This design comes from an exercise in tuning for small area, a short achievable clock period and few clock cycles on the open sky130 flow, not from production work.
The RTL was checked by simulation tests, not by an equivalence proof against the original design.
No activity file was given, so power comes from the tool's default toggle rates.

Design mem_ctrl_top, start of the top module:
module mem_ctrl_top (
    input  logic        clk,
    input  logic        rst,
    output logic        ram_write,
    output logic [31:0] ram_addr,
    output logic [7:0]  ram_wdata,
    input  logic [7:0]  ram_rdata,
    input  logic        fetch_req,
    input  logic [31:0] fetch_pc,
    output logic        fetch_valid,
    output logic [31:0] fetch_inst,
    input  logic        load_req,
    input  logic [2:0]  load_op,
    input  logic [31:0] load_addr,
    output logic        load_valid,
    output logic [31:0] load_value,
    input  logic        commit_valid,
    input  logic [31:0] commit_addr,
    input  logic [31:0] commit_data,
    input  logic [1:0]  commit_size,
    output logic        buffer_full,
    input  logic        rollback
);
    localparam int SB_N = 7;
    function automatic logic [1:0] size_last(input logic [1:0] sz);
        case (sz)
            2'd0:    size_last = 2'd0;
            2'd1:    size_last = 2'd1;
            default: size_last = 2'd3;
        endcase
    endfunction
    function automatic logic [1:0] op_last(input logic [2:0] op);
        case (op)
  ...
For scale: roughly 1600 cells after synthesis, roughly 260 I/O pins, about 0.026 mm^2 of cells after synthesis.
==> flow/config.mk <==
export PLATFORM = sky130hd
export DESIGN_NAME = mem_ctrl_top
export DESIGN_NICKNAME = mem_ctrl_top
export VERILOG_FILES = /design/flow/design.v
export SDC_FILE = /design/flow/constraint.sdc
export NUM_CORES = 4
export LEC_CHECK = 0
export CAP_MARGIN = 20
export CORE_MARGIN = 2
export CORE_UTILIZATION = 40
export SETUP_SLACK_MARGIN = 2.5
export SLEW_MARGIN = 20
==> flow/constraint.sdc <==
create_clock -name core_clock -period 5.0 [get_ports {clk}]
set_input_delay 1.0000 -clock core_clock [delete_from_list [all_inputs] [get_ports {clk}]]
set_output_delay 1.0000 -clock core_clock [all_outputs]
set_load 0.01 [all_outputs]
standard.sh (not shown) runs the stock make flow with config.mk's settings and CLKGATE_MAP_FILE= SYNTH_SCRIPT=/design/flow/synth_recipe.tcl, a recipe that flattens the netlist after the stock synthesis.
==> flow/flow/run.sh <==
#!/bin/bash
# Standard ORFS layout (the standard.sh) with smaller port buffers and
# larger clock-tree sink clusters without dummy loads.
export BUFFER_PORTS_ARGS="-buffer_cell sky130_fd_sc_hd__buf_1"
export CTS_ARGS="-sink_clustering_enable -repair_clock_nets -sink_clustering_size 25 -sink_clustering_max_diameter 80 -dont_use_dummy_load"
bash standard.sh > standard.log 2>&1
The starting point produced a clean layout.
Testbench counts at the start, summed over its fixed seeds: cycles 65,693.
Change:
--- a/flow/flow/run.sh
+++ b/flow/flow/run.sh
@@ -4 +4 @@
-export BUFFER_PORTS_ARGS="-buffer_cell sky130_fd_sc_hd__buf_1"
+export BUFFER_PORTS_ARGS="-buffer_cell sky130_fd_sc_hd__buf_2"
Settings changed: SETUP_SLACK_MARGIN 2.5 to 3.1.
=> The changed run produced a clean layout; clock-buffer cell count decreases by 2; final area grows by 12%; combinational power rises by about 70%; routed wire length goes up by about 12%.
Change:
Settings changed: ABC_AREA from default to 1, SETUP_SLACK_MARGIN 3.1 to 2.5.
Outcome: Sequential share of layout area went up by 3.1 points; core utilization came out lower by 5.4 points; wire length falls by about 3.3%; synthesized area climbs by 5.2%; count of clock-buffer cells in the layout is higher by 3.
Change:
Settings changed: ABC_AREA 1 to default, SETUP_SLACK_MARGIN 2.5 to 2.75.
The new run passed the timing, DRC and antenna checks.
Count of clock-buffer cells in the layout shrinks by 3.
Non-clock buffer count grows by 14.
Total power shrinks by 14%.
Clock power shrinks by about 3%.
Die area shrinks by 4.9%.
Worst setup slack gains 0.11 ns.
Synthesized cell count shrinks by 31%.
Via count shrinks by 15%.
Sequential share of layout area grows by 2.5 points.
Worst hold slack hardly moves.


mem_ctrl_top again, from the RTL that the note above started with.
export LEC_CHECK = 0
export CAP_MARGIN = 20
export CORE_MARGIN = 2
export CORE_UTILIZATION = 40
export SETUP_SLACK_MARGIN = 2.7
export SLEW_MARGIN = 20
create_clock -name core_clock -period 5.0 [get_ports {clk}]
==> flow/flow/run.sh <==
#!/bin/bash
# Standard ORFS layout (the standard.sh) with smaller port buffers and
# larger clock-tree sink clusters without dummy loads.
export BUFFER_PORTS_ARGS="-buffer_cell sky130_fd_sc_hd__buf_1"
export CTS_ARGS="-sink_clustering_enable -repair_clock_nets -sink_clustering_size 25 -sink_clustering_max_diameter 80 -dont_use_dummy_load"
bash standard.sh > standard.log 2>&1
Testbench counts at the start, summed over its fixed seeds: cycles 65,693.
Change:
==> flow/flow/run.sh (replaced) <==
#!/bin/bash
# Standard ORFS layout (the standard.sh) with smaller port buffers and
# larger clock-tree sink clusters without dummy loads.
export BUFFER_PORTS_ARGS="-buffer_cell sky130_fd_sc_hd__buf_2"
export CTS_ARGS="-sink_clustering_enable -repair_clock_nets -sink_clustering_size 25 -sink_clustering_max_diameter 80 -dont_use_dummy_load"
bash standard.sh > standard.log 2>&1
CAP_MARGIN = 0   (was 20)
SLEW_MARGIN = 0   (was 20)
The new run finished with timing, DRC and antenna clean.
Non-clock buffer count came out lower by 3.
Sequential power barely changes.
Power came out higher by 0.72%.
Register-to-register slack barely changes.
Routed wire length came out higher by 0.67%.
Sequential share of layout area came out lower by 0.54 points.
Die area is unchanged.
Clock skew came out higher by 0.022 ns.
Change:
CAP_MARGIN = 20   (was 0)
SETUP_SLACK_MARGIN = 2.5   (was 2.7)
SLEW_MARGIN = 20   (was 0)
Outcome: Die area does not change; sequential share of layout area goes up by 0.15 points; global-route usage goes up by 0.14 points; cell count is about the same; maximum frequency goes down by a few percent; worst setup slack gets worse by 0.17 ns; core utilization goes down by 0.16 points; power barely changes.
Change:
PLACE_DENSITY = 0.8   (was default)
SETUP_SLACK_MARGIN = 2.7   (was 2.5)
Maximum frequency climbs by a little under a tenth.
Power drops slightly.
Global-route usage drops by 0.81 points.
Sequential power climbs slightly.
Count of clock-buffer cells in the layout drops by 1.
Cell count is about the same.
Worst hold slack improves by 0.0036 ns.
Die area is unchanged.
Cell area hardly moves.
Routed wire length drops by a few percent.


build 93:
Starting RTL as in the previous note.
export LEC_CHECK = 0
export CAP_MARGIN = 20
export CORE_MARGIN = 2
export CORE_UTILIZATION = 40
export SETUP_SLACK_MARGIN = 2.7
export SLEW_MARGIN = 20
create_clock -name core_clock -period 5.0 [get_ports {clk}]
==> flow/flow/run.sh <==
#!/bin/bash
# Standard ORFS layout (the standard.sh) with smaller port buffers and
# larger clock-tree sink clusters without dummy loads.
export BUFFER_PORTS_ARGS="-buffer_cell sky130_fd_sc_hd__buf_2"
export CTS_ARGS="-sink_clustering_enable -repair_clock_nets -sink_clustering_size 32 -sink_clustering_max_diameter 60 -dont_use_dummy_load"
bash standard.sh > standard.log 2>&1
In summary, build 93 completed successfully, with a layout that passed the timing, DRC and antenna checks.
Testbench counts of build 93, summed over its fixed seeds: cycles 65,693.
Relative to build 93, the following input files were edited for build 30:
- setting ABC_CLOCK_PERIOD_IN_PS to 2300 for the first time
==> flow/flow/run.sh <==
#!/bin/bash
# Standard ORFS layout (the standard.sh) with smaller port buffers and
# larger clock-tree sink clusters without dummy loads.
export BUFFER_PORTS_ARGS="-buffer_cell sky130_fd_sc_hd__buf_2"
export CTS_ARGS="-sink_clustering_enable -repair_clock_nets -sink_clustering_size 25 -sink_clustering_max_diameter 80 -dont_use_dummy_load"
bash standard.sh > standard.log 2>&1
==> summary.txt <==
Having completed the whole flow, build 30 delivered a layout that passed the timing, DRC and antenna checks.
Taking build 93 as the reference, in build 30 total via count in the routed design now smaller, design area decreased 300 sq um, clock skew higher, combinational group share of total power shows an increase of 0.2 points.
[compare] base=build 93 new=build 30: clock share of power moved down, sequential share of layout area moved up, total power moved down, fraction of the cycle the final worst path needs level.
Build 30 vs build 93: count of plain and timing-repair buffers in the layout down
In the metrics for build 30 and build 93, the one carrying the lower routed wire length is build 30.
Relative to build 30, the following input files were edited for build 9:
- a change of CORE_UTILIZATION from 40 to 55
- a deleted ABC_CLOCK_PERIOD_IN_PS that had been 2300
Findings:
- From build 30 to build 9 the numbers moved as follows: flop and latch count out of synthesis about even, peak ir drop on the vdd network rose 84 uV, total power about even, placement-stage cell area fell 1.1%.
> inputs changed (build 9 -> build 72)
- CORE_UTILIZATION: 55 -> 40
==> flow/flow/run.sh <==
#!/bin/bash
# Standard ORFS layout (the standard.sh) with smaller port buffers and
# clock-tree sink clusters of clkbuf_8 leaves without dummy loads.
export BUFFER_PORTS_ARGS="-buffer_cell sky130_fd_sc_hd__buf_2"
export CTS_ARGS="-sink_clustering_enable -repair_clock_nets -sink_clustering_size 16 -sink_clustering_max_diameter 60 -buf_list {sky130_fd_sc_hd__clkbuf_8 sky130_fd_sc_hd__clkbuf_16} -dont_use_dummy_load"
bash standard.sh > standard.log 2>&1
[summary]
Build 72 against build 9: total setup buffers inserted after CTS dropped 6; relative contribution of combinational cells to total power dropped 0.6 points; final worst setup slack climbed 0.015 ns.

==> port drivers added, routing unchanged <==
No port has a modelled driver above. Below, the same layouts with a new extraction and two added sets of constraints.
Step 1 assumes that a clkbuf_16 drives the clock port and a buf_2 every other input.
Step 2, shift: input delay + t, output delay - t, t = (earliest + latest rising clock arrival at the registers) / 2. This alone moves slack from input paths to output paths.
Three values: no drivers, after step 1, after step 2; two values: the first two.
run	shift t [ns]	setup slack, ns	latest minus earliest clock arrival (ns)	slew at the worst register clock pin (ns)
the first run of note 1	0.609	2.548 / 2.562 / 1.954	0.093 / 0.093	0.10 / 0.10
the second run of note 1	0.617	2.820 / 2.791 / 2.310	0.107 / 0.107	0.10 / 0.10
the third run of note 1	0.622	2.666 / 2.619 / 2.366	0.103 / 0.104	0.10 / 0.10
the fourth run of note 1	0.617	2.775 / 2.719 / 2.186	0.091 / 0.091	0.10 / 0.10
the first run of note 2	0.619	2.727 / 2.681 / 2.162	0.083 / 0.083	0.10 / 0.10
the second run of note 2	0.620	2.720 / 2.663 / 2.205	0.106 / 0.106	0.10 / 0.10
the third run of note 2	0.627	2.552 / 2.489 / 1.982	0.053 / 0.053	0.10 / 0.10
the fourth run of note 2	0.596	2.731 / 2.676 / 2.200	0.097 / 0.097	0.10 / 0.10
build 93	0.644	2.753 / 2.688 / 2.241	0.104 / 0.103	0.11 / 0.11
build 30	0.617	2.746 / 2.682 / 2.255	0.111 / 0.111	0.10 / 0.10
build 9	0.619	2.747 / 2.717 / 2.184	0.038 / 0.039	0.10 / 0.10
build 72	0.662	2.762 / 2.693 / 2.222	0.106 / 0.106	0.07 / 0.07
After both steps setup and hold are still met in every run listed. The setup slack of the first run of note 1, which loses most, moves by +0.014 ns with the drivers and by -0.594 ns with both steps.
